From an optimization exercise on the open Yosys and OpenROAD flow, aimed at small area; shortcuts taken in it are not production practice. At most, simulation tests tie the RTL to the original design; equivalence was not proved. No functional check of the RTL was part of runs 2 to 4. Power is estimated from default activity; no workload was simulated.

`flow/run.sh`:
```
#!/bin/bash
# Standard synthesis and layout, with the port buffers as the smallest buffer
# cell and a lighter clock tree. Each step's full log is kept under
# orfs/logs; make's own output goes to flow_synth.log and flow_layout.log.
set -euo pipefail
bash standard.sh synth > flow_synth.log 2>&1
bash standard.sh finish \
    "BUFFER_PORTS_ARGS=-buffer_cell sky130_fd_sc_hd__buf_1" \
    "CTS_ARGS=-sink_clustering_enable -repair_clock_nets -dont_use_dummy_load -buf_list sky130_fd_sc_hd__clkbuf_4 -sink_clustering_size 10 -sink_clustering_max_diameter 40" \
    > flow_layout.log 2>&1
```
`standard.sh`:
```
#!/bin/bash
# synth_recipe.tcl (not shown) runs the flow's synth.tcl, then flattens the netlist and writes it again
# the make line also repeats each setting of config.mk as NAME=value (left out here)
make -C /OpenROAD-flow-scripts/flow DESIGN_CONFIG=/design/flow/config.mk WORK_HOME=/design/flow/orfs CLKGATE_MAP_FILE= SYNTH_SCRIPT=/design/flow/synth_recipe.tcl "${@:-finish}"
```
`config.mk`:
```
export PLATFORM = sky130hd
export DESIGN_NAME = pcie_rx_dma_app
export DESIGN_NICKNAME = pcie_rx_dma_app
export VERILOG_FILES = /design/flow/design.v
export SDC_FILE = /design/flow/constraint.sdc
export NUM_CORES = 4
export LEC_CHECK = 0
export CAP_MARGIN = 20
export CORE_MARGIN = 2
export CORE_UTILIZATION = 65
export SLEW_MARGIN = 20
export SYNTH_HIERARCHICAL = 1
```
`constraint.sdc`:
```
create_clock -name core_clock -period 5.0 [get_ports {trn_clk}]
set_input_delay 1.0000 -clock core_clock [delete_from_list [all_inputs] [get_ports {trn_clk}]]
set_output_delay 1.0000 -clock core_clock [all_outputs]
set_load 0.01 [all_outputs]
```
`design.v`:
```
package pcie_app_pkg;
    localparam int BUF_AW = 10;                  
    typedef logic [63:0]       qword_t;          
    typedef logic [BUF_AW-1:0] buf_addr_t;       
    typedef logic [4:0]        qword_cnt_t;      
endpackage
`timescale 1ns/100ps
module pcie_rx_dma_app (
    input  logic                     trn_clk,
    input  logic                     rst_n,
    input  pcie_app_pkg::qword_t     trn_rd,
    input  logic [7:0]               trn_rrem,
    input  logic                     trn_rsof_n,
    input  logic                     trn_reof_n,
    input  logic                     trn_rsrc_rdy_n,
    input  logic [6:0]               trn_rbar_hit_n,
    output logic                     trn_rdst_rdy_n,
    output pcie_app_pkg::qword_t     trn_td,
    output logic [7:0]               trn_trem_n,
    output logic                     trn_tsof_n,
    output logic                     trn_teof_n,
    output logic                     trn_tsrc_rdy_n,
    output logic                     trn_tsrc_dsc_n,
    input  logic                     trn_tdst_rdy_n,
    input  logic [3:0]               trn_tbuf_av,
    input  logic [15:0]              cfg_command,
    input  logic [7:0]               cfg_bus_number,
    input  logic [4:0]               cfg_device_number,
    input  logic [2:0]               cfg_function_number,
    output logic                     cfg_interrupt_n,
    input  logic                     cfg_interrupt_rdy_n,
    input  logic                     rx_trigger_tlp,
    output logic                     rx_trigger_tlp_ack,
    input  pcie_app_pkg::qword_cnt_t rx_qwords_to_send,
    input  logic                     rx_change_huge_page,
    output logic                     rx_change_huge_page_ack,
    output logic                     rx_huge_page_status_1,
    output logic                     rx_huge_page_status_2,
    output pcie_app_pkg::buf_addr_t  rx_commited_rd_address,
    output pcie_app_pkg::buf_addr_t  rx_rd_addr,
    input  pcie_app_pkg::qword_t     rx_rd_data
);
    assign trn_rdst_rdy_n = 1'b0;                
    assign trn_tsrc_dsc_n = 1'b1;                
    assign trn_trem_n     = 8'h00;               
    logic armed;                                 
    logic data_hit;
    logic wr_lo1, wr_hi1, wr_lo2, wr_hi2, wr_int;
    always_ff @(posedge trn_clk) begin
        if (!rst_n) begin
            armed <= 1'b0;
        end else if (!trn_rsrc_rdy_n) begin
            armed <= !trn_rsof_n && trn_reof_n && (trn_rd[63:56] == 8'h40) &&
                     (trn_rd[41:32] == 10'd1) && !trn_rbar_hit_n[0];
        end
    end
    assign data_hit = rst_n && !trn_rsrc_rdy_n && armed && !trn_reof_n && (trn_rrem == 8'h00);
    assign wr_lo1   = data_hit && (trn_rd[36:32] == 5'h00);
    assign wr_hi1   = data_hit && (trn_rd[36:32] == 5'h04);
    assign wr_lo2   = data_hit && (trn_rd[36:32] == 5'h08);
    assign wr_hi2   = data_hit && (trn_rd[36:32] == 5'h0C);
    assign wr_int   = data_hit && (trn_rd[36:32] == 5'h10);
    logic [63:2] page1, page2;
    logic [63:2] page1_d, page2_d;
    for (genvar i = 2; i < 64; i++) begin : g_page
        localparam int J = (i < 32) ? i : i - 32;
        logic w1, w2;
        assign w1 = (i < 32) ? wr_lo1 : wr_hi1;
        assign w2 = (i < 32) ? wr_lo2 : wr_hi2;
        sel2 u_p1 (.a(trn_rd[J]), .sa(w1), .b(page1[i]), .sb(!w1), .y(page1_d[i]));
        sel2 u_p2 (.a(trn_rd[J]), .sa(w2), .b(page2[i]), .sb(!w2), .y(page2_d[i]));
    end
    always_ff @(posedge trn_clk) begin
        page1 <= page1_d;
        page2 <= page2_d;
    end
    logic hi1_q, hi2_q;                          
    logic int_c;                                 
    logic int_en;
    logic ready1, ready2;
    logic freeing;                               
    logic cur_sel;                               
    always_ff @(posedge trn_clk) begin
        hi1_q  <= wr_hi1;
        hi2_q  <= wr_hi2;
        int_c  <= rst_n && (wr_int ? trn_rd[0] : int_c);
        int_en <= rst_n && int_c;
    end
    always_ff @(posedge trn_clk) begin
        if (!rst_n) begin
            ready1 <= 1'b0;
            ready2 <= 1'b0;
        end else begin
            if (hi1_q)                   ready1 <= 1'b1;
            else if (freeing && cur_sel) ready1 <= 1'b0;
            if (hi2_q)                    ready2 <= 1'b1;
            else if (freeing && !cur_sel) ready2 <= 1'b0;
        end
    end
    assign rx_huge_page_status_1 = ready1;
    assign rx_huge_page_status_2 = ready2;
    logic send;                                  
    logic h2;                                    
    logic h1;                                    
    logic dp;                                    
    logic irq;
    logic irqw;
    logic idle;
    logic take_chg;
    logic take_trig;
    logic out_vld;
    logic last;                                  
    logic out_free;
    logic rd_pend;
    logic skid_vld;
    logic avail;
    logic issue;
    logic tlp_done;
    pcie_app_pkg::qword_cnt_t  rd_left;
    logic [17:0]               page_off;         
    pcie_app_pkg::buf_addr_t   rd_addr;
    pcie_app_pkg::buf_addr_t   commit;
    pcie_app_pkg::qword_t      out_q;
    pcie_app_pkg::qword_t      skid_q;
    logic [63:2]               base;
    logic [17:0] page_off_nxt;
    logic [9:0]  rd_addr_nxt;
    logic [4:0]  rd_left_dec;
    logic [18:0] po_c;
    logic [10:0] ra_c;
    logic [5:0]  rl_b;
    assign po_c[0] = issue;
    assign ra_c[0] = issue;
    assign rl_b[0] = issue;
    for (genvar i = 0; i < 18; i++) begin : g_po
        assign page_off_nxt[i] = page_off[i] ^ po_c[i];
        if (i == 8) begin : g_skip                   
            assign po_c[i+1] = issue && (&page_off[8:0]);
        end else begin : g_rip
            assign po_c[i+1] = page_off[i] & po_c[i];
        end
    end
    for (genvar i = 0; i < 10; i++) begin : g_ra
        assign rd_addr_nxt[i] = rd_addr[i] ^ ra_c[i];
        assign ra_c[i+1]      = rd_addr[i] & ra_c[i];
    end
    for (genvar i = 0; i < 5; i++) begin : g_rl
        assign rd_left_dec[i] = rd_left[i] ^ rl_b[i];
        assign rl_b[i+1]      = !rd_left[i] & rl_b[i];
    end
    assign idle      = !(send || h2 || h1 || dp || irq || irqw);
    assign take_chg  = idle && rx_change_huge_page;
    assign take_trig = idle && !rx_change_huge_page && rx_trigger_tlp &&
                       (cur_sel ? ready2 : ready1) && cfg_command[2] && (trn_tbuf_av != 4'd0);
    assign out_free  = !out_vld || !trn_tdst_rdy_n;
    assign avail     = skid_vld || rd_pend;      
    assign issue     = (rd_left != '0) && ((h1 && out_free) || (dp && (out_free || !avail)));
    assign tlp_done  = last && !trn_tdst_rdy_n;
    always_ff @(posedge trn_clk) begin
        if (!rst_n) begin
            send     <= 1'b0;
            h2       <= 1'b0;
            h1       <= 1'b0;
            dp       <= 1'b0;
            irq      <= 1'b0;
            irqw     <= 1'b0;
            freeing  <= 1'b0;
            cur_sel  <= 1'b0;
            page_off <= '0;
            rd_addr  <= '0;
            rd_pend  <= 1'b0;
            skid_vld <= 1'b0;
            out_vld  <= 1'b0;
            last     <= 1'b0;
        end else begin
            send    <= take_trig;
            h2      <= send;
            h1      <= h2 || (h1 && !out_free);
            dp      <= (h1 && out_free) || (dp && !tlp_done);
            irq     <= (take_chg && int_en) || (irq && cfg_interrupt_rdy_n);
            irqw    <= (take_chg && !int_en) || (irq && !cfg_interrupt_rdy_n);
            freeing <= take_chg;
            if (take_chg) begin
                cur_sel  <= !cur_sel;
            end
            page_off <= take_chg ? '0 : page_off_nxt;
            rd_addr  <= rd_addr_nxt;
            rd_pend  <= issue;
            skid_vld <= avail && !out_free;
            if (out_free) begin
                out_vld <= h2 || h1 || (dp && avail);
                last    <= dp && avail && (rd_left == '0);
            end
        end
    end
    logic [9:0] commit_d;
    logic [4:0] rd_left_d;
    for (genvar i = 0; i < 10; i++) begin : g_commit
        sel2 u_sel (.a(rd_addr[i]), .sa(rst_n && tlp_done), .b(commit[i]), .sb(rst_n && !tlp_done),
                    .y(commit_d[i]));
    end
    for (genvar i = 0; i < 5; i++) begin : g_rd_left
        sel2 u_sel (.a(rx_qwords_to_send[i]), .sa(take_trig), .b(rd_left_dec[i]), .sb(!take_trig),
                    .y(rd_left_d[i]));
    end
    always_ff @(posedge trn_clk) begin
        commit  <= commit_d;
        rd_left <= rd_left_d;
    end
    for (genvar i = 2; i < 21; i++) begin : g_base
        sel2 u_sel (.a(page1[i]), .sa(!cur_sel), .b(page2[i]), .sb(cur_sel), .y(base[i]));
    end
    assign base[63:21] = cur_sel ? page2[63:21] : page1[63:21];
    logic [20:3] sum_lo;
    logic [9:0]  ca, cb;
    assign ca[0] = 1'b0;
    assign cb[0] = 1'b0;
    for (genvar j = 0; j < 9; j++) begin : g_lo
        assign sum_lo[3+j]  = base[3+j] ^ page_off[j] ^ ca[j];
        assign ca[j+1]      = (base[3+j] & page_off[j]) | (ca[j] & (base[3+j] ^ page_off[j]));
        assign sum_lo[12+j] = base[12+j] ^ page_off[9+j] ^ cb[j];
        assign cb[j+1]      = (base[12+j] & page_off[9+j]) | (cb[j] & (base[12+j] ^ page_off[9+j]));
    end
    logic [63:12] hi_inc;
    logic [9:0]   mc;
    logic         c21;
    assign mc[0] = h1 && skid_q[0];
    for (genvar j = 0; j < 9; j++) begin : g_mid
        assign hi_inc[12+j] = skid_q[12+j] ^ mc[j];
        assign mc[j+1]      = skid_q[12+j] & mc[j];
    end
    assign c21 = (h1 && skid_q[1]) || mc[9];
    logic [5:0] hb_ao;                           
    logic [5:0] hb_cin;
    for (genvar k = 0; k < 6; k++) begin : g_hb
        localparam int W = (k == 5) ? 3 : 8;
        logic [W:0] c;
        assign hb_ao[k]  = &skid_q[21+8*k +: W];
        assign hb_cin[k] = (k == 0) ? c21 : (hb_cin[k-1] && hb_ao[k-1]);
        assign c[0] = hb_cin[k];
        for (genvar j = 0; j < W; j++) begin : g_bit
            assign hi_inc[21+8*k+j] = skid_q[21+8*k+j] ^ c[j];
            assign c[j+1]           = skid_q[21+8*k+j] & c[j];
        end
    end
    localparam logic [63:0] HDR0_ONES = 64'h6000_0000_0000_00FF;    
    logic        s_rd, s_trk, s_t, s_p1, s_p2, s_hold;
    logic        o_h0, o_sk, o_rd, o_hold;
    logic [63:0] skid_d, out_d, hdr0, out_sk;
    assign s_rd   = rd_pend && !out_free;
    assign s_trk  = !(take_trig || send || h2 || h1 || skid_vld);
    assign s_t    = s_trk && !s_rd;
    assign s_p1   = s_t && !cur_sel;
    assign s_p2   = s_t && cur_sel;
    assign s_hold = !(s_rd || s_trk);
    logic [20:0] trk_lo;
    assign trk_lo = {sum_lo, base[2], cb[9], ca[9]};
    for (genvar i = 0; i < 64; i++) begin : g_skid
        if (i < 21) begin : g_lo
            sel3 u_sel (.a(rx_rd_data[i]), .sa(s_rd), .b(trk_lo[i]), .sb(s_t), .c(skid_q[i]), .sc(s_hold),
                        .y(skid_d[i]));
        end else begin : g_hi
            logic yn;
            sel3n u_sel (.a(rx_rd_data[i]), .sa(s_rd), .b(page1[i]), .sb(s_p1), .c(page2[i]), .sc(s_p2),
                         .yn(yn));
            or_and u_or (.an(yn), .b(skid_q[i]), .sb(s_hold), .y(skid_d[i]));
        end
    end
    assign hdr0   = {8'h60, 14'd0, 4'd0, rd_left, 1'b0,
                     cfg_bus_number, cfg_device_number, cfg_function_number, 8'h00, 8'hFF};
    assign out_sk = {hi_inc, skid_q[11:2], skid_q[1:0] & {2{!h1}}};
    assign o_h0   = out_free && h2;
    assign o_sk   = out_free && !h2 && (h1 || skid_vld);
    assign o_rd   = out_free && !h2 && !(h1 || skid_vld);
    assign o_hold = !out_free;
    for (genvar i = 0; i < 64; i++) begin : g_out
        if ((i >= 16 && i < 32) || (i >= 33 && i < 38)) begin : g_var       
            logic yn;
            sel3n u_sel (.a(hdr0[i]), .sa(o_h0), .b(out_sk[i]), .sb(o_sk), .c(rx_rd_data[i]), .sc(o_rd),
                         .yn(yn));
            or_and u_or (.an(yn), .b(out_q[i]), .sb(o_hold), .y(out_d[i]));
        end else begin : g_const
            logic yn;
            sel3n u_sel (.a(out_sk[i]), .sa(o_sk), .b(rx_rd_data[i]), .sb(o_rd), .c(out_q[i]), .sc(o_hold),
                         .yn(yn));
            if (HDR0_ONES[i]) begin : g_one
                assign out_d[i] = o_h0 || !yn;
            end else begin : g_zero
                assign out_d[i] = !yn;
            end
        end
    end
    always_ff @(posedge trn_clk) begin
        skid_q <= skid_d;
        out_q  <= out_d;
    end
    assign trn_td                  = out_q;
    assign trn_tsrc_rdy_n          = !out_vld;
    assign trn_tsof_n              = !h1;
    assign trn_teof_n              = !last;
    assign rx_trigger_tlp_ack      = tlp_done;
    assign rx_change_huge_page_ack = irqw;
    assign cfg_interrupt_n         = !irq;
    assign rx_commited_rd_address  = commit;
    assign rx_rd_addr              = rd_addr;
endmodule
module sel3 (
    input  logic a, sa, b, sb, c, sc,
    output logic y
);
    assign y = (a & sa) | (b & sb) | (c & sc);
endmodule
module sel2 (
    input  logic a, sa, b, sb,
    output logic y
);
    assign y = (a & sa) | (b & sb);
endmodule
module sel3n (
    input  logic a, sa, b, sb, c, sc,
    output logic yn
);
    assign yn = !((a & sa) | (b & sb) | (c & sc));
endmodule
module or_and (
    input  logic an, b, sb,
    output logic y
);
    assign y = !an | (b & sb);
endmodule
```
==> impl_metrics.xml, run 1 <==
<?xml version="1.0" encoding="UTF-8"?>
<metrics>
  <group name="outcome">
    <metric name="run_status" unit="">finished clean</metric>
  </group>
  <group name="critical_path">
    <metric name="timing.critical_path.cells" unit="">and2_1 &gt; ha_1 &gt; ha_1 &gt; ha_1 &gt; ha_1 &gt; ha_1 &gt; ha_1 &gt; ha_1 &gt; ha_1 &gt; ha_1 &gt; a21o_1 &gt; nor3b_1 &gt; nand2_2 &gt; inv_1 &gt; ha_1 &gt; ha_1 &gt; ha_1 &gt; ha_1 &gt; ha_1 &gt; ha_1 &gt; ha_1 &gt; xor2_1 &gt; a222oi_1 &gt; inv_1</metric>
    <metric name="setup.worst_path.class" unit="">flop to flop</metric>
    <metric name="critPathRequiredTime" unit="ns">5.53</metric>
    <metric name="cp_slowest_stage_delay" unit="ns">0.33</metric>
    <metric name="start_kind" unit="">flop</metric>
    <metric name="worst_r2r_src" unit="">skid_q[0]</metric>
    <metric name="cp_slowest_cell" unit="">dfxtp_1</metric>
    <metric name="cp_most_frequent_cell" unit="">ha_1</metric>
    <metric name="r2r_endpoint" unit="">out_q[44]</metric>
    <metric name="worst-path-max-fanout" unit="">4</metric>
    <metric name="setup.worst_path.start" unit="">skid_q[0]</metric>
    <metric name="cp.arrival" unit="ns">5.26</metric>
    <metric name="critPathCaptureType" unit="">flop</metric>
    <metric name="r2r_slack" unit="ns">0.27</metric>
    <metric name="critical_path.n_buffers_inverters" unit="">2</metric>
    <metric name="cp_top_family" unit="">adder cells</metric>
    <metric name="critPathCapture" unit="">out_q[44]</metric>
    <metric name="worst-r2r-cell-count" unit="">24</metric>
    <metric name="path_depth" unit="">24</metric>
  </group>
  <group name="yosys">
    <metric name="post_synth_inst_count" unit="">1033</metric>
    <metric name="number_of_enable_type_register_cells_in_the_synthesized_netlist" unit="">0</metric>
    <metric name="synth-seq-cells" unit="">314</metric>
    <metric name="share_of_synthesized_flip_flops_with_an_asynchronous_set_or_reset" unit="">0</metric>
    <metric name="synth_area_per_cell" unit="sq um">11.92</metric>
    <metric name="netlist_area_before_placement" unit="sq mm">0.01231</metric>
    <metric name="synth_top_flop_cell" unit="">dfxtp_1</metric>
    <metric name="synth_sequential_area_ratio" unit="">0.5105</metric>
    <metric name="synth_warnings" unit="">7</metric>
    <metric name="synth.distinct_cells" unit="">45</metric>
  </group>
  <group name="timing">
    <metric name="worst_margin_pin_slew" unit="ns">1.118</metric>
    <metric name="drv_slew" unit="">0</metric>
    <metric name="post-route-min-period" unit="ns">4.726</metric>
    <metric name="grt_setup_unrepaired" unit="">no</metric>
    <metric name="f_max" unit="MHz">211.6</metric>
    <metric name="final_setup_skew" unit="ns">0.04591</metric>
    <metric name="final_hold_viol_count" unit="">0</metric>
    <metric name="period_share" unit="">0.9453</metric>
    <metric name="final-setup-viol-count" unit="">0</metric>
    <metric name="slew-limit-headroom" unit="">0.2497</metric>
    <metric name="timing.final.ws_setup" unit="ns">0.2736</metric>
    <metric name="timing.setup.tns" unit="ns">0</metric>
  </group>
  <group name="global_routing">
    <metric name="grt_start_max_net_pins" unit="">68</metric>
    <metric name="grt_first_pass_wirelength" unit="mm">51.27</metric>
    <metric name="global_route_congestion_overflow_total" unit="">0</metric>
    <metric name="initial_antenna_violation_count" unit="">1</metric>
    <metric name="first_global_vias" unit="">9760</metric>
    <metric name="grt_use_total" unit="">0.3216</metric>
  </group>
  <group name="clocking">
    <metric name="clock_tree.htree_level_count" unit="">2</metric>
    <metric name="tritoncts_sinks" unit="">314</metric>
    <metric name="cts.repair.resized" unit="">0</metric>
    <metric name="path_clk_slew" unit="ns">0.10</metric>
    <metric name="clock_tree.root_cell" unit="">clkbuf_4</metric>
    <metric name="post-cts-setup-buffers" unit="">0</metric>
    <metric name="cts_tree" unit="">done</metric>
    <metric name="postCtsHoldBufs" unit="">0</metric>
    <metric name="worstSkewPairLatency" unit="ns">0.67</metric>
    <metric name="clockBufferDepth" unit="">3</metric>
    <metric name="cts-buffers-inserted" unit="">40</metric>
  </group>
  <group name="routing">
    <metric name="num_vias" unit="">10200</metric>
    <metric name="detail_route.iter0.violations" unit="">1355</metric>
    <metric name="postRouteAntennaNets" unit="">0</metric>
    <metric name="met3_length" unit="mm">2.775</metric>
    <metric name="met1Wirelength" unit="mm">13.87</metric>
    <metric name="met2RoutedLength" unit="mm">15.72</metric>
    <metric name="drc_errors" unit="">0</metric>
    <metric name="highest_layer" unit="">met4</metric>
    <metric name="via_per_inst" unit="">6.494</metric>
    <metric name="routedWlPerCell" unit="um">21.11</metric>
    <metric name="drt-total-wl" unit="mm">33.17</metric>
    <metric name="drtPass1Iterations" unit="">12</metric>
  </group>
  <group name="cells_and_area">
    <metric name="final_layout_size_suffix_gt1_frac" unit="">0.05847</metric>
    <metric name="final.fill_count" unit="">1374</metric>
    <metric name="post_layout_net_count" unit="">1622</metric>
    <metric name="final-instance-count-excl-fill" unit="">1571</metric>
    <metric name="layout-area-overhead-vs-synth" unit="%">13.50</metric>
  </group>
  <group name="place">
    <metric name="gpl.final_weighted_congestion" unit="">0.7940</metric>
    <metric name="placement.io_buffers" unit="">249</metric>
    <metric name="dp_slack" unit="ns">0.1645</metric>
    <metric name="hpwl_after_dpl" unit="mm">21.61</metric>
    <metric name="dp.cells" unit="">1528</metric>
  </group>
  <group name="run">
    <metric name="max_cap_violations" unit="">0</metric>
  </group>
  <group name="floorplan">
    <metric name="initial_core_util" unit="">0.6605</metric>
    <metric name="pin_count" unit="">295</metric>
    <metric name="design.die.area" unit="sq mm">0.02006</metric>
    <metric name="dieWidth" unit="um">141.6</metric>
    <metric name="fp-row-count" unit="">50</metric>
    <metric name="core-area" unit="sq mm">0.01864</metric>
    <metric name="floorplan.die.height" unit="um">141.6</metric>
  </group>
  <group name="power_and_ir_drop">
    <metric name="ir_worst_vdd" unit="mV">0.2007</metric>
    <metric name="powerDensity" unit="mW/mm^2">282.6</metric>
    <metric name="power_leakage" unit="nW">6.839</metric>
  </group>
  <group name="worst_hold_path">
    <metric name="holdCritPathClass" unit="">flop to flop</metric>
  </group>
</metrics>
-- logic make-up (layout without fill, tap and decap cells) --
| kind of cell | after synthesis | after routing | share of synthesized area |
|---|---|---|---|
| AND/OR/NAND/NOR | 132 | 132 | 0.06147 |
| XOR/XNOR | 11 | 11 | 0.007823 |
| other | 2 | 13 | 0.0006099 |
| flip-flops | 314 | 314 | 0.5105 |
| adder cells (fa/ha/maj) | 93 | 93 | 0.1042 |
| buffers and inverters | 115 | 408 | 0.03810 |
| multiplexers | 1 | 1 | 0.0008129 |
| AO/OA/AOI/OAI | 365 | 365 | 0.2765 |
-- state kept, by name, indices dropped and copies added (netlist names), 5 cells and up --
register	flops
out_q	64
skid_q	64
page1	62
page2	62
page_off	18
commit	10
rd_addr	10
rd_left	5
-- cell usage after synthesis, drive strengths merged, types with 6 or more instances --
| library cell | n | area share |
|---|---|---|
| ha | 77 | 0.078 |
| and2 | 14 | 0.0071 |
| a21oi | 6 | 0.0024 |
| nor3 | 6 | 0.0024 |
| xor2 | 7 | 0.0050 |
| buf | 11 | 0.0064 |
| and3 | 17 | 0.0086 |
| a21bo | 64 | 0.052 |
| nand4 | 13 | 0.0066 |
| nor2 | 23 | 0.0072 |
| a222oi | 128 | 0.10 |
| clkbuf | 7 | 0.0021 |
| nor4 | 10 | 0.0075 |
| fa | 16 | 0.026 |
| dfxtp | 314 | 0.51 |
| a22o | 158 | 0.11 |
| nand2 | 23 | 0.0072 |
| inv | 97 | 0.030 |
-- cell type report --
cell class,count,area (sq um),share of cell area
repair buffers,271,1100,0.07869
clock buffers,40,300.3,0.02148
diodes,3,7.507,0.0005371
well taps,234,292.8,0.02095
multi-input cells,612,5627,0.4026
flip-flops and latches,314,6286,0.4497
inverters,97,364.1,0.02605
-- power breakdown --
group | total, mW | internal (mW) | switching [mW]
Clock | 1.15 | 0.370 | 0.784
Sequential | 2.55 | 2.53 | 0.0202
Combinational | 0.242 | 0.0853 | 0.157
Total | 3.95 | 2.99 | 0.961
-- Yosys stat by module, one instance, submodules excluded --
module,times used,area (sq um),flip-flops and latches,cells inside
pcie_rx_dma_app,1,8930,314,662
sel2,158,8.758,0,1
sel3,21,13.76,0,2
sel3n,107,10.01,0,1
or_and,64,10.01,0,1
-- stage by stage --
step	area (sq um)	hold WS, ns	util	power [mW]
finish	13980	0.4578	0.7497	3.950
global route	13970	0.4735	0.7495	4.093
CTS	13970	0.4627	0.7492	3.964
detailed placement	13670	0.4387	0.7331	2.849
global placement	13670	0.4333	0.7331	2.843
floorplan	12340	0.4130	-	2.714
-- how the worst min path moves through the flow --
stage	slack (ns)	cells past startpoint	endpoint	start
floorplan	0.41	2	ready1	hi1_q
finish	0.46	1	int_en	int_c
global route	0.47	1	out_q[30]	out_q[30]
global placement	0.43	1	int_en	int_c
detailed placement	0.44	1	int_en	int_c
CTS	0.46	1	int_en	int_c
-- placed cells by master (no fill, tap or decap), types with 4 or more instances in the layout --
master / instances
a21bo_1: 64
a21oi_1: 6
a222oi_1: 128
a22o_1: 158
and2_1: 14
and3_1: 16
buf_1: 249
buf_4: 22
clkbuf_4: 40
conb_1: 10
dfxtp_1: 314
fa_1: 16
ha_1: 77
inv_1: 95
nand2_1: 21
nand2b_1: 4
nand3_1: 4
nand4_1: 13
nor2_1: 21
nor4_1: 8
xnor2_1: 4
xor2_1: 7
-- layer usage --
metal  track usage  vias to the layer above
met5             0                        -
met4        0.1032                        0
met3       0.05501                       57
met2        0.5378                      476
met1        0.4278                     4970
li1              -                     4699
==> inputs of run 2 (changes only) <==
--- a/design.v
+++ b/design.v
@@ -124,3 +124,3 @@
     pcie_app_pkg::qword_t      skid_q;
-    logic [63:2]               base;
+    logic [20:2]               base;             
     logic [17:0] page_off_nxt;
@@ -212,3 +212,2 @@
     end
-    assign base[63:21] = cur_sel ? page2[63:21] : page1[63:21];
     logic [20:3] sum_lo;
--- a/config.mk
+++ b/config.mk
@@ -9,3 +9,3 @@
 export CORE_MARGIN = 2
-export CORE_UTILIZATION = 65
+export CORE_UTILIZATION = 50
 export SLEW_MARGIN = 20
==> impl_metrics.xml, run 2 <==
<?xml version="1.0" encoding="UTF-8"?>
<metrics>
  <group name="timing">
    <metric name="final-setup-viol-count" unit="">0</metric>
    <metric name="f_max" unit="MHz">210.1</metric>
    <metric name="drv_slew" unit="">0</metric>
    <metric name="period_share" unit="">0.9520</metric>
    <metric name="timing.setup.tns" unit="ns">0</metric>
    <metric name="post-route-min-period" unit="ns">4.760</metric>
    <metric name="final_setup_skew" unit="ns">0.09371</metric>
    <metric name="grt_setup_unrepaired" unit="">no</metric>
    <metric name="final_hold_viol_count" unit="">0</metric>
    <metric name="timing.final.ws_setup" unit="ns">0.2398</metric>
    <metric name="worst_margin_pin_slew" unit="ns">1.049</metric>
    <metric name="slew-limit-headroom" unit="">0.2996</metric>
  </group>
  <group name="yosys">
    <metric name="synth_area_per_cell" unit="sq um">11.92</metric>
    <metric name="synth.top_cell.area_share" unit="">0.5105</metric>
    <metric name="synth_top_flop_cell" unit="">dfxtp_1</metric>
    <metric name="synth_largest_area_cell" unit="">dfxtp_1</metric>
    <metric name="synth.area.top_cells" unit="">dfxtp_1 51%, a22o_1 11%, a222oi_1 10%</metric>
    <metric name="ys_top_cells_by_count" unit="">314 x dfxtp_1, 158 x a22o_1, 128 x a222oi_1</metric>
    <metric name="synth.most_common_cell" unit="">dfxtp_1</metric>
    <metric name="post_synth_inst_count" unit="">1033</metric>
    <metric name="share_of_synthesized_flip_flops_with_an_asynchronous_set_or_reset" unit="">0</metric>
    <metric name="synth.distinct_cells" unit="">45</metric>
    <metric name="synth_warnings" unit="">7</metric>
    <metric name="netlist_area_before_placement" unit="sq mm">0.01231</metric>
    <metric name="synth_sequential_area_ratio" unit="">0.5105</metric>
    <metric name="number_of_enable_type_register_cells_in_the_synthesized_netlist" unit="">0</metric>
    <metric name="synth-seq-cells" unit="">314</metric>
  </group>
  <group name="global_routing">
    <metric name="global_route_congestion_overflow_total" unit="">0</metric>
    <metric name="grt_first_pass_wirelength" unit="mm">56.08</metric>
    <metric name="grt_start_max_net_pins" unit="">68</metric>
    <metric name="initial_antenna_violation_count" unit="">2</metric>
    <metric name="grt_use_total" unit="">0.2738</metric>
    <metric name="first_global_vias" unit="">9995</metric>
  </group>
  <group name="cells_and_area">
    <metric name="multi_input_logic_area" unit="sq mm">0.005629</metric>
    <metric name="register_area" unit="sq mm">0.006286</metric>
    <metric name="mostFrequentLayoutCells" unit="">314 x dfxtp_1, 249 x buf_1, 158 x a22o_1</metric>
    <metric name="mostFrequentLayoutCell" unit="">dfxtp_1</metric>
    <metric name="layout-area-overhead-vs-synth" unit="%">14.82</metric>
    <metric name="post_layout_net_count" unit="">1627</metric>
    <metric name="largestRegisters" unit="">out_q (64), skid_q (64)</metric>
    <metric name="final_layout_size_suffix_gt1_frac" unit="">0.06273</metric>
    <metric name="final.fill_count" unit="">2155</metric>
  </group>
  <group name="routing">
    <metric name="drc_errors" unit="">0</metric>
    <metric name="drt-total-wl" unit="mm">35.62</metric>
    <metric name="drtPass1Iterations" unit="">10</metric>
    <metric name="num_vias" unit="">10020</metric>
    <metric name="via_per_inst" unit="">6.015</metric>
    <metric name="routedWlPerCell" unit="um">21.39</metric>
    <metric name="postRouteAntennaNets" unit="">0</metric>
    <metric name="detail_route.iter0.violations" unit="">1095</metric>
  </group>
  <group name="critical_path">
    <metric name="critPathCapture" unit="">out_q[44]</metric>
    <metric name="start_kind" unit="">flop</metric>
    <metric name="setup.worst_path.start" unit="">skid_q[0]</metric>
    <metric name="cp_most_frequent_cell" unit="">ha_1</metric>
    <metric name="timing.critical_path.cells" unit="">and2_1 &gt; ha_1 &gt; ha_1 &gt; ha_1 &gt; ha_1 &gt; ha_1 &gt; ha_1 &gt; ha_1 &gt; ha_1 &gt; ha_1 &gt; a21o_1 &gt; nor3b_1 &gt; nand2_2 &gt; inv_1 &gt; ha_1 &gt; ha_1 &gt; ha_1 &gt; ha_1 &gt; ha_1 &gt; ha_1 &gt; ha_1 &gt; xor2_1 &gt; a222oi_1 &gt; inv_1</metric>
    <metric name="setup.worst_path.class" unit="">flop to flop</metric>
    <metric name="worst-path-max-fanout" unit="">4</metric>
    <metric name="r2r_slack" unit="ns">0.24</metric>
    <metric name="r2r_endpoint" unit="">out_q[44]</metric>
    <metric name="worst_r2r_src" unit="">skid_q[0]</metric>
    <metric name="cp.arrival" unit="ns">5.30</metric>
    <metric name="worst-r2r-cell-count" unit="">24</metric>
    <metric name="cp_slowest_stage_delay" unit="ns">0.34</metric>
    <metric name="critPathCaptureType" unit="">flop</metric>
    <metric name="cp_slowest_cell" unit="">a222oi_1</metric>
    <metric name="critPathRequiredTime" unit="ns">5.54</metric>
  </group>
  <group name="floorplan">
    <metric name="floorplan.die.height" unit="um">160.9</metric>
    <metric name="fp-row-count" unit="">57</metric>
    <metric name="core-area" unit="sq mm">0.02425</metric>
    <metric name="initial_core_util" unit="">0.5078</metric>
    <metric name="design.die.area" unit="sq mm">0.02590</metric>
    <metric name="pin_count" unit="">295</metric>
    <metric name="dieWidth" unit="um">160.9</metric>
  </group>
  <group name="place">
    <metric name="gpl.final_weighted_congestion" unit="">0.7742</metric>
    <metric name="hpwl_after_dpl" unit="mm">23.24</metric>
    <metric name="dp_slack" unit="ns">0.1104</metric>
    <metric name="placement.io_buffers" unit="">249</metric>
  </group>
  <group name="clocking">
    <metric name="worstSkewPairLatency" unit="ns">0.69</metric>
    <metric name="tritoncts_sinks" unit="">314</metric>
    <metric name="clock_tree.root_cell" unit="">clkbuf_4</metric>
    <metric name="clockBufferDepth" unit="">3</metric>
    <metric name="cts-buffers-inserted" unit="">44</metric>
    <metric name="cts_tree" unit="">done</metric>
    <metric name="path_clk_slew" unit="ns">0.10</metric>
    <metric name="clock_tree.htree_level_count" unit="">2</metric>
  </group>
  <group name="outcome">
    <metric name="run_status" unit="">finished clean</metric>
  </group>
  <group name="worst_hold_path">
    <metric name="holdCritPathClass" unit="">flop to flop</metric>
  </group>
  <group name="run">
    <metric name="max_cap_violations" unit="">0</metric>
  </group>
  <group name="power_and_ir_drop">
    <metric name="powerDensity" unit="mW/mm^2">283.4</metric>
    <metric name="ir_worst_vdd" unit="mV">0.1660</metric>
    <metric name="power_leakage" unit="nW">6.876</metric>
  </group>
</metrics>
[run 2: final cells by class]
type                       count  area share
antenna                        2   0.0003540
clock buffer                  44     0.02336
inverter                      97     0.02575
multi-input combinational    612      0.3981
sequential                   314      0.4446
tap                          324     0.02867
timing repair buffer         272     0.07920
[run 2: repair_timing]
item,in CTS,in global routing
hold buffers,0,0
endpoints found under the setup margin,0,4
resized for setup,0,1
setup buffers,0,0
[run 2: power breakdown]
part / leakage, nW / internal, mW / total, mW / switching (mW)
clock network: 0.202 / 0.405 / 1.21 / 0.808
registers: 2.55 / 2.53 / 2.55 / 0.0203
logic: 4.12 / 0.0828 / 0.240 / 0.158
[run 2: worst min-delay path by stage]
stage           from  endpoint  slack (ns)  depth (start not counted)
2_1_floorplan  hi1_q    ready1        0.41                          2
5_1_grt        int_c    int_en        0.45                          1
3_3_place_gp   hi1_q    ready1        0.42                          2
4_1_cts        int_c    int_en        0.44                          1
6_report       int_c    int_en        0.43                          1
3_5_place_dp   hi1_q    ready1        0.44                          2
[run 2: worst max-delay path: cells and delay by family, from the launching register on]
family          cells  cell delay, ns
compound gates      2            0.52
xor+xnor            1            0.15
fa+ha+maj          16            2.99
buf+inv             2            0.15
flops               1            0.33
simple gates        3            0.53
[run 2: per-stage QoR]
step / hold slack, ns / total power [mW] / cell area [sq um] / util / instances
floorplan: 0.4130 / 2.714 / 12340 / - / 1041
global placement: 0.4238 / 2.849 / 13800 / 0.5692 / 1619
detailed placement: 0.4381 / 2.851 / 13800 / 0.5692 / 1619
CTS: 0.4380 / 4.047 / 14130 / 0.5828 / 1663
global route: 0.4495 / 4.180 / 14140 / 0.5830 / 1664
finish: 0.4265 / 4.007 / 14140 / 0.5831 / 1665
[run 2: logic make-up after synthesis]
kind of cell | share of synthesized area
AO/OA/AOI/OAI | 0.2765
flip-flops | 0.5105
AND/OR/NAND/NOR | 0.06147
buffers and inverters | 0.03810
adder cells (fa/ha/maj) | 0.1042
XOR/XNOR | 0.007823
other | 0.0006099
multiplexers | 0.0008129
[run 2: per-layer routing]
metal  track usage  wire (um)  up-vias
li1              -          -     4730
met3       0.04287       2166       58
met5             0         13        -
met2        0.4573      16770      354
met4       0.06128        652        2
met1        0.3764      16010     4871
[run 2: per-module statistics from Yosys (local to each module, per instance)]
module	times used	cells inside	area, sq um	flip-flops and latches
or_and	64	1	10.01	0
pcie_rx_dma_app	1	662	8930	314
sel2	158	1	8.758	0
sel3	21	2	13.76	0
sel3n	107	1	10.01	0
==> inputs of run 3 (changes only) <==
--- a/flow/run.sh
+++ b/flow/run.sh
@@ -8,3 +8,3 @@
     "BUFFER_PORTS_ARGS=-buffer_cell sky130_fd_sc_hd__buf_1" \
-    "CTS_ARGS=-sink_clustering_enable -repair_clock_nets -dont_use_dummy_load -buf_list sky130_fd_sc_hd__clkbuf_4 -sink_clustering_size 10 -sink_clustering_max_diameter 40" \
+    "CTS_ARGS=-sink_clustering_enable -repair_clock_nets -dont_use_dummy_load -buf_list sky130_fd_sc_hd__clkbuf_4 -sink_clustering_size 12 -sink_clustering_max_diameter 30" \
     > flow_layout.log 2>&1
--- a/config.mk
+++ b/config.mk
@@ -9,3 +9,3 @@
 export CORE_MARGIN = 2
-export CORE_UTILIZATION = 50
+export CORE_UTILIZATION = 65
 export SLEW_MARGIN = 20
==> impl_metrics.xml, run 3 <==
<?xml version="1.0" encoding="UTF-8"?>
<metrics>
  <group name="critical_path">
    <metric name="critical_path.n_buffers_inverters" unit="">1</metric>
    <metric name="critPathRequiredTime" unit="ns">5.52</metric>
    <metric name="cp_slowest_cell" unit="">a222oi_1</metric>
    <metric name="start_kind" unit="">flop</metric>
    <metric name="setup.worst_path.class" unit="">flop to flop</metric>
    <metric name="critPathCaptureType" unit="">flop</metric>
    <metric name="cp_most_frequent_cell" unit="">ha_1</metric>
    <metric name="cp.arrival" unit="ns">5.24</metric>
    <metric name="cp_slowest_stage_delay" unit="ns">0.35</metric>
    <metric name="cp_top_family" unit="">adder cells</metric>
    <metric name="worst-path-max-fanout" unit="">4</metric>
    <metric name="timing.critical_path.cells" unit="">and2_1 &gt; ha_1 &gt; ha_1 &gt; ha_1 &gt; ha_1 &gt; ha_1 &gt; ha_1 &gt; ha_1 &gt; ha_1 &gt; ha_1 &gt; a21o_1 &gt; nor3b_1 &gt; nand2_2 &gt; nor2_1 &gt; ha_1 &gt; ha_1 &gt; ha_1 &gt; ha_1 &gt; ha_1 &gt; ha_1 &gt; ha_1 &gt; xor2_1 &gt; a222oi_1 &gt; inv_1</metric>
  </group>
  <group name="routing">
    <metric name="drc_errors" unit="">0</metric>
    <metric name="via_per_inst" unit="">6.469</metric>
    <metric name="postRouteAntennaNets" unit="">0</metric>
    <metric name="detail_route.iter0.violations" unit="">1297</metric>
    <metric name="drt-total-wl" unit="mm">32.68</metric>
    <metric name="drtPass1Iterations" unit="">11</metric>
    <metric name="routedWlPerCell" unit="um">20.70</metric>
    <metric name="num_vias" unit="">10210</metric>
  </group>
  <group name="timing">
    <metric name="final_setup_skew" unit="ns">0.09001</metric>
    <metric name="period_share" unit="">0.9430</metric>
    <metric name="timing.setup.tns" unit="ns">0</metric>
    <metric name="slew-limit-headroom" unit="">0.3827</metric>
    <metric name="final-setup-viol-count" unit="">0</metric>
    <metric name="worst_margin_pin_slew" unit="ns">0.9260</metric>
    <metric name="f_max" unit="MHz">212.1</metric>
    <metric name="post-route-min-period" unit="ns">4.715</metric>
    <metric name="grt_setup_unrepaired" unit="">no</metric>
    <metric name="timing.final.ws_setup" unit="ns">0.2850</metric>
    <metric name="final_hold_viol_count" unit="">0</metric>
    <metric name="drv_slew" unit="">0</metric>
  </group>
  <group name="clocking">
    <metric name="cts_tree" unit="">done</metric>
    <metric name="clock_tree.htree_level_count" unit="">2</metric>
    <metric name="worstSkewPairLatency" unit="ns">0.70</metric>
    <metric name="path_clk_slew" unit="ns">0.10</metric>
    <metric name="cts-buffers-inserted" unit="">50</metric>
    <metric name="tritoncts_sinks" unit="">314</metric>
    <metric name="clockBufferDepth" unit="">3</metric>
    <metric name="clock_tree.root_cell" unit="">clkbuf_4</metric>
    <metric name="post-cts-setup-buffers" unit="">0</metric>
  </group>
  <group name="cells_and_area">
    <metric name="final_core_utilization" unit="">0.7543</metric>
    <metric name="mostFrequentLayoutCells" unit="">314 x dfxtp_1, 249 x buf_1, 158 x a22o_1</metric>
    <metric name="final_layout_size_suffix_gt1_frac" unit="">0.06478</metric>
    <metric name="mostFrequentLayoutCell" unit="">dfxtp_1</metric>
    <metric name="post_layout_net_count" unit="">1631</metric>
    <metric name="layout-area-overhead-vs-synth" unit="%">14.19</metric>
    <metric name="largestRegisters" unit="">out_q (64), skid_q (64)</metric>
  </group>
  <group name="place">
    <metric name="hpwl_after_dpl" unit="mm">21.62</metric>
    <metric name="dp_slack" unit="ns">0.1760</metric>
    <metric name="gpl.final_weighted_congestion" unit="">0.8164</metric>
    <metric name="placement.io_buffers" unit="">249</metric>
  </group>
  <group name="worst_hold_path">
    <metric name="holdCritPathClass" unit="">flop to flop</metric>
  </group>
  <group name="yosys">
    <metric name="ys_top_cells_by_count" unit="">314 x dfxtp_1, 158 x a22o_1, 128 x a222oi_1</metric>
    <metric name="synth-seq-cells" unit="">314</metric>
    <metric name="synth.most_common_cell" unit="">dfxtp_1</metric>
    <metric name="synth.top_cell.area_share" unit="">0.5105</metric>
    <metric name="post_synth_inst_count" unit="">1033</metric>
    <metric name="synth_largest_area_cell" unit="">dfxtp_1</metric>
    <metric name="number_of_enable_type_register_cells_in_the_synthesized_netlist" unit="">0</metric>
    <metric name="synth_warnings" unit="">7</metric>
    <metric name="synth.area.top_cells" unit="">dfxtp_1 51%, a22o_1 11%, a222oi_1 10%</metric>
    <metric name="synth.distinct_cells" unit="">45</metric>
    <metric name="synth_sequential_area_ratio" unit="">0.5105</metric>
    <metric name="synth_top_flop_cell" unit="">dfxtp_1</metric>
    <metric name="synth_area_per_cell" unit="sq um">11.92</metric>
    <metric name="share_of_synthesized_flip_flops_with_an_asynchronous_set_or_reset" unit="">0</metric>
    <metric name="netlist_area_before_placement" unit="sq mm">0.01231</metric>
  </group>
  <group name="power_and_ir_drop">
    <metric name="power_switching_share" unit="">0.2388</metric>
    <metric name="combinationalPowerShare" unit="">0.059</metric>
    <metric name="clkPwrFrac" unit="">0.309</metric>
    <metric name="ir_worst_vdd" unit="mV">0.2155</metric>
    <metric name="power_leakage" unit="nW">6.894</metric>
    <metric name="p_int" unit="mW">3.076</metric>
    <metric name="seq_power_share" unit="">0.632</metric>
    <metric name="power.switching" unit="uW">965.0</metric>
    <metric name="powerDensity" unit="mW/mm^2">287.4</metric>
  </group>
  <group name="outcome">
    <metric name="run_status" unit="">finished clean</metric>
  </group>
  <group name="floorplan">
    <metric name="floorplan.die.height" unit="um">141.6</metric>
    <metric name="pin_count" unit="">295</metric>
    <metric name="design.die.area" unit="sq mm">0.02006</metric>
    <metric name="core-area" unit="sq mm">0.01864</metric>
    <metric name="initial_core_util" unit="">0.6605</metric>
    <metric name="fp-row-count" unit="">50</metric>
    <metric name="dieWidth" unit="um">141.6</metric>
  </group>
  <group name="global_routing">
    <metric name="grt_use_total" unit="">0.3207</metric>
    <metric name="grt_start_max_net_pins" unit="">68</metric>
    <metric name="grt_first_pass_wirelength" unit="mm">51.07</metric>
    <metric name="first_global_vias" unit="">9673</metric>
    <metric name="initial_antenna_violation_count" unit="">1</metric>
    <metric name="global_route_congestion_overflow_total" unit="">0</metric>
  </group>
  <group name="run">
    <metric name="max_cap_violations" unit="">0</metric>
  </group>
</metrics>
## run 3: final cells by class
class,instances,area (sq um)
fillers,1383,4581
clock buffers,50,375.4
flip-flops and latches,314,6286
diodes,2,5.005
well taps,234,292.8
multi-input cells,612,5627
repair buffers,270,1112
inverters,97,364.1
## run 3: path summary, 6_finish.rpt
kind	startpoint	end	slack, ns	depth (start not counted)
min	armed	armed	0.45	2
max reg2reg	skid_q[0]	out_q[60]	0.29	24
min reg2reg	armed	armed	0.45	2
max	skid_q[0]	out_q[60]	0.29	24
## run 3: logic make-up after synthesis
| kind of cell | count (synthesis) | share of synthesized area |
|---|---|---|
| multiplexers | 1 | 0.0008129 |
| AND/OR/NAND/NOR | 132 | 0.06147 |
| flip-flops | 314 | 0.5105 |
| AO/OA/AOI/OAI | 365 | 0.2765 |
| other | 2 | 0.0006099 |
| XOR/XNOR | 11 | 0.007823 |
| adder cells (fa/ha/maj) | 93 | 0.1042 |
| buffers and inverters | 115 | 0.03810 |
## run 3: timing repair
item	in CTS	in global routing
endpoints found under the setup margin	0	2
hold buffers	0	0
resized for setup	0	1
## run 3: through the flow
step	power [mW]	cells	area, sq um	hold slack (ns)
after floorplan	2.714	1041	12340	0.4130
after global placement	2.843	1526	13660	0.4365
after detailed placement	2.847	1526	13660	0.4434
after CTS	4.070	1576	14040	0.4480
after global routing	4.199	1578	14060	0.4717
final	4.041	1579	14060	0.4478
## run 3: per-module statistics from Yosys (local to each module, per instance)
module | cells inside | cell area, sq um
sel3 | 2 | 13.76
sel2 | 1 | 8.758
sel3n | 1 | 10.01
or_and | 1 | 10.01
pcie_rx_dma_app | 662 | 8930
## run 3: per-layer routing
| metal | global-route usage | wire length (um) |
|---|---|---|
| met1 | 0.4281 | 13590 |
| met2 | 0.5337 | 15610 |
| met3 | 0.05872 | 2829 |
| met4 | 0.09947 | 643 |
| met5 | 0 | 0 |
## run 3: worst reg2reg max path: cells and delay by family (launching register included)
kind | cells | cell delay [ns]
flip-flops | 1 | 0.32
XOR/XNOR | 1 | 0.16
buffers and inverters | 1 | 0.07
AO/OA/AOI/OAI | 2 | 0.52
AND/OR/NAND/NOR | 4 | 0.56
adder cells (fa/ha/maj) | 16 | 2.96
## run 3: power groups by stage
stage	Sequential, mW	Clock, mW	Combinational (mW)
after floorplan	2.63	0	0.0879
after global placement	2.61	0	0.233
after detailed placement	2.61	0	0.236
after CTS	2.55	1.28	0.237
after global routing	2.56	1.38	0.260
final	2.55	1.25	0.239
==> inputs of run 4 (changes only) <==
--- a/flow/run.sh
+++ b/flow/run.sh
@@ -8,3 +8,3 @@
     "BUFFER_PORTS_ARGS=-buffer_cell sky130_fd_sc_hd__buf_1" \
-    "CTS_ARGS=-sink_clustering_enable -repair_clock_nets -dont_use_dummy_load -buf_list sky130_fd_sc_hd__clkbuf_4 -sink_clustering_size 12 -sink_clustering_max_diameter 30" \
+    "CTS_ARGS=-sink_clustering_enable -repair_clock_nets -dont_use_dummy_load -buf_list sky130_fd_sc_hd__clkbuf_8 -sink_clustering_size 18 -sink_clustering_max_diameter 35" \
     > flow_layout.log 2>&1
==> impl_metrics.xml, run 4 <==
<?xml version="1.0" encoding="UTF-8"?>
<metrics>
  <group name="routing">
    <metric name="routedWlPerCell" unit="um">21.19</metric>
    <metric name="drt-total-wl" unit="mm">33.30</metric>
    <metric name="num_vias" unit="">10220</metric>
    <metric name="postRouteAntennaNets" unit="">0</metric>
    <metric name="detail_route.iter0.violations" unit="">1358</metric>
    <metric name="drtPass1Iterations" unit="">11</metric>
    <metric name="via_per_inst" unit="">6.508</metric>
    <metric name="drc_errors" unit="">0</metric>
  </group>
  <group name="timing">
    <metric name="timing.setup.tns" unit="ns">0</metric>
    <metric name="final_hold_viol_count" unit="">0</metric>
    <metric name="drv_slew" unit="">0</metric>
    <metric name="period_share" unit="">0.9576</metric>
    <metric name="post-route-min-period" unit="ns">4.788</metric>
    <metric name="final-setup-viol-count" unit="">0</metric>
    <metric name="f_max" unit="MHz">208.8</metric>
    <metric name="worst_margin_pin_slew" unit="ns">0.9429</metric>
    <metric name="slew-limit-headroom" unit="">0.3714</metric>
    <metric name="grt_setup_unrepaired" unit="">no</metric>
    <metric name="final_setup_skew" unit="ns">0.04617</metric>
  </group>
  <group name="worst_hold_path">
    <metric name="worst_hold_path.endpoint" unit="">armed</metric>
    <metric name="holdPathStages" unit="">2</metric>
    <metric name="holdCritStartpoint" unit="">armed</metric>
    <metric name="holdCritPathClass" unit="">flop to flop</metric>
  </group>
  <group name="global_routing">
    <metric name="grt_use_total" unit="">0.3272</metric>
    <metric name="grt_first_pass_wirelength" unit="mm">51.87</metric>
    <metric name="first_global_vias" unit="">9679</metric>
    <metric name="grt_start_max_net_pins" unit="">68</metric>
    <metric name="initial_antenna_violation_count" unit="">0</metric>
    <metric name="global_route_congestion_overflow_total" unit="">0</metric>
  </group>
  <group name="cells_and_area">
    <metric name="layout-area-overhead-vs-synth" unit="%">16.00</metric>
    <metric name="final_core_utilization" unit="">0.7662</metric>
    <metric name="final-instance-count-excl-fill" unit="">1571</metric>
    <metric name="mostFrequentLayoutCells" unit="">314 x dfxtp_1, 249 x buf_1, 158 x a22o_1</metric>
    <metric name="mostFrequentLayoutCell" unit="">dfxtp_1</metric>
    <metric name="final.fill_count" unit="">1343</metric>
    <metric name="final_layout_size_suffix_gt1_frac" unit="">0.05984</metric>
    <metric name="antenna_cells_inserted" unit="">0</metric>
    <metric name="post_layout_net_count" unit="">1625</metric>
    <metric name="largestRegisters" unit="">out_q (64), skid_q (64)</metric>
  </group>
  <group name="yosys">
    <metric name="synth_area_per_cell" unit="sq um">11.92</metric>
    <metric name="number_of_enable_type_register_cells_in_the_synthesized_netlist" unit="">0</metric>
    <metric name="synth.most_common_cell" unit="">dfxtp_1</metric>
    <metric name="synth.distinct_cells" unit="">45</metric>
    <metric name="synth.area.top_cells" unit="">dfxtp_1 51%, a22o_1 11%, a222oi_1 10%</metric>
    <metric name="share_of_synthesized_flip_flops_with_an_asynchronous_set_or_reset" unit="">0</metric>
    <metric name="ys_top_cells_by_count" unit="">314 x dfxtp_1, 158 x a22o_1, 128 x a222oi_1</metric>
    <metric name="synth_warnings" unit="">7</metric>
    <metric name="synth_largest_area_cell" unit="">dfxtp_1</metric>
    <metric name="synth-seq-cells" unit="">314</metric>
    <metric name="synth.top_cell.area_share" unit="">0.5105</metric>
    <metric name="post_synth_inst_count" unit="">1033</metric>
    <metric name="synth_top_flop_cell" unit="">dfxtp_1</metric>
    <metric name="synth_sequential_area_ratio" unit="">0.5105</metric>
    <metric name="netlist_area_before_placement" unit="sq mm">0.01231</metric>
  </group>
  <group name="floorplan">
    <metric name="design.die.area" unit="sq mm">0.02006</metric>
    <metric name="floorplan.die.height" unit="um">141.6</metric>
    <metric name="core-area" unit="sq mm">0.01864</metric>
    <metric name="fp-row-count" unit="">50</metric>
    <metric name="initial_core_util" unit="">0.6605</metric>
    <metric name="pin_count" unit="">295</metric>
    <metric name="dieWidth" unit="um">141.6</metric>
  </group>
  <group name="clocking">
    <metric name="worstSkewPairLatency" unit="ns">0.56</metric>
    <metric name="path_clk_slew" unit="ns">0.06</metric>
    <metric name="clock_tree.root_cell" unit="">clkbuf_8</metric>
    <metric name="post-cts-setup-buffers" unit="">0</metric>
    <metric name="tritoncts_sinks" unit="">314</metric>
    <metric name="cts-buffers-inserted" unit="">44</metric>
    <metric name="clockBufferDepth" unit="">3</metric>
    <metric name="cts_tree" unit="">done</metric>
    <metric name="cts.repair.resized" unit="">0</metric>
    <metric name="postCtsHoldBufs" unit="">0</metric>
    <metric name="clock_tree.htree_level_count" unit="">2</metric>
  </group>
  <group name="critical_path">
    <metric name="cp_most_frequent_cell" unit="">ha_1</metric>
    <metric name="critical_path.n_buffers_inverters" unit="">1</metric>
    <metric name="worst-path-max-fanout" unit="">4</metric>
    <metric name="cp_top_family" unit="">adder cells</metric>
    <metric name="start_kind" unit="">flop</metric>
    <metric name="r2r_slack" unit="ns">0.21</metric>
    <metric name="critPathRequiredTime" unit="ns">5.42</metric>
    <metric name="r2r_endpoint" unit="">out_q[60]</metric>
    <metric name="timing.critical_path.cells" unit="">and2_1 &gt; ha_1 &gt; ha_1 &gt; ha_1 &gt; ha_1 &gt; ha_1 &gt; ha_1 &gt; ha_1 &gt; ha_1 &gt; ha_1 &gt; a21o_1 &gt; nor3b_1 &gt; nand2_1 &gt; nor2_1 &gt; ha_1 &gt; ha_1 &gt; ha_1 &gt; ha_1 &gt; ha_1 &gt; ha_1 &gt; ha_1 &gt; xor2_1 &gt; a222oi_1 &gt; inv_1</metric>
    <metric name="setup.worst_path.class" unit="">flop to flop</metric>
    <metric name="worst-r2r-cell-count" unit="">24</metric>
    <metric name="cp_slowest_stage_delay" unit="ns">0.35</metric>
    <metric name="worst_r2r_src" unit="">skid_q[0]</metric>
    <metric name="cp.arrival" unit="ns">5.21</metric>
    <metric name="critPathCaptureType" unit="">flop</metric>
    <metric name="cp_slowest_cell" unit="">a222oi_1</metric>
  </group>
  <group name="place">
    <metric name="gpl.final_weighted_congestion" unit="">0.8164</metric>
    <metric name="dp.cells" unit="">1526</metric>
    <metric name="placement.io_buffers" unit="">249</metric>
    <metric name="hpwl_after_dpl" unit="mm">21.62</metric>
  </group>
  <group name="power_and_ir_drop">
    <metric name="ir_worst_vdd" unit="mV">0.2910</metric>
    <metric name="seq_power_share" unit="">0.578</metric>
    <metric name="clkPwrFrac" unit="">0.367</metric>
    <metric name="power_leakage" unit="nW">6.979</metric>
    <metric name="power_switching_share" unit="">0.2319</metric>
    <metric name="combinationalPowerShare" unit="">0.055</metric>
    <metric name="p_int" unit="mW">3.398</metric>
    <metric name="powerDensity" unit="mW/mm^2">309.7</metric>
    <metric name="power.switching" unit="mW">1.026</metric>
  </group>
  <group name="outcome">
    <metric name="run_status" unit="">finished clean</metric>
  </group>
  <group name="run">
    <metric name="max_cap_violations" unit="">0</metric>
  </group>
</metrics>
-- run 4: metrics by stage --
stage / instance area (sq um) / hold slack [ns] / setup WS, ns / total power [mW]
finish: 14290 / 0.4471 / 0.2118 / 4.424
floorplan: 12340 / 0.4130 / 0.01250 / 2.714
CTS: 14270 / 0.4501 / 0.1747 / 4.440
detailed placement: 13660 / 0.4434 / 0.1760 / 2.847
global placement: 13660 / 0.4365 / 0.2873 / 2.843
global route: 14290 / 0.4655 / 0.02405 / 4.573
-- run 4: worst min-delay path, cell delays in order (launching register included) --
cell	delay, ns
dfxtp_1	0.30
nand2_1	0.05
a21oi_1	0.05
-- run 4: worst max path at each step --
| stage | endpoint | from | cells past startpoint |
|---|---|---|---|
| 2_1_floorplan | out_q[16] | trn_tdst_rdy_n | 5 |
| 3_3_place_gp | out_q[44] | skid_q[0] | 24 |
| 3_5_place_dp | out_q[60] | skid_q[0] | 24 |
| 4_1_cts | out_q[60] | skid_q[0] | 24 |
| 5_1_grt | out_q[60] | skid_q[0] | 24 |
| 6_report | out_q[60] | skid_q[0] | 24 |
-- run 4: layout make-up --
| class | instances | area (sq um) | share of cell area |
|---|---|---|---|
| sequential | 314 | 6286 | 0.4400 |
| multi-input combinational | 612 | 5624 | 0.3937 |
| timing repair buffer | 270 | 1112 | 0.07787 |
| clock buffer | 44 | 605.6 | 0.04239 |
| inverter | 97 | 364.1 | 0.02549 |
| tap | 234 | 292.8 | 0.02050 |
-- run 4: layer usage --
metal,global-route usage,share of wire,up-vias
met5,0,0,-
met2,0.5442,0.48,466
li1,-,-,4702
met4,0.1221,0.024,0
met3,0.05029,0.077,50
met1,0.4349,0.42,5006
-- run 4: kinds of logic after synthesis --
family	count (synthesis)	share of synthesized area
compound gates	365	0.2765
flops	314	0.5105
simple gates	132	0.06147
buf+inv	115	0.03810
fa+ha+maj	93	0.1042
xor+xnor	11	0.007823
other cells	2	0.0006099
mux	1	0.0008129
-- run 4: per-module statistics from Yosys, one instance, submodules excluded --
module	cells	area, sq um	times used	flops+latches
sel2	1	8.758	158	0
sel3n	1	10.01	107	0
or_and	1	10.01	64	0
sel3	2	13.76	21	0
pcie_rx_dma_app	662	8930	1	314
-- run 4: power groups by stage --
stage / combinational (mW) / sequential (mW) / clock (mW)
floorplan: 0.0879 / 2.63 / 0
global route: 0.261 / 2.56 / 1.75
finish: 0.243 / 2.56 / 1.62
detailed placement: 0.236 / 2.61 / 0
global placement: 0.233 / 2.61 / 0
CTS: 0.238 / 2.56 / 1.65

-- separate check: timing with driven ports --
How much do the figures lean on ideal ports? The routed layouts below were timed once more, with nothing changed but the port constraints.
Step 1: set_driving_cell puts a clkbuf_16 on trn_clk and a buf_2 on each other input, an assumption about the parent block.
Step 2 also shifts input and output timing later by t, the mid clock arrival at the registers, as if the neighbouring blocks saw the same clock.
a / b / c = ideal / step 1 / step 2; a / b = the first two.
run | t, ns | setup WS [ns] | hold slack, ns | clock arrival spread, ns
run 1 | 0.680 | 0.274 / 0.274 / 0.274 | 0.458 / 0.458 / 0.458 | 0.051 / 0.051
run 2 | 0.681 | 0.240 / 0.240 / 0.240 | 0.426 / 0.426 / 0.426 | 0.094 / 0.094
run 3 | 0.692 | 0.285 / 0.285 / 0.285 | 0.448 / 0.448 / 0.448 | 0.094 / 0.094
run 4 | 0.584 | 0.212 / 0.212 / 0.212 | 0.447 / 0.447 / 0.447 | 0.047 / 0.046
After both steps every run listed still meets setup and hold.
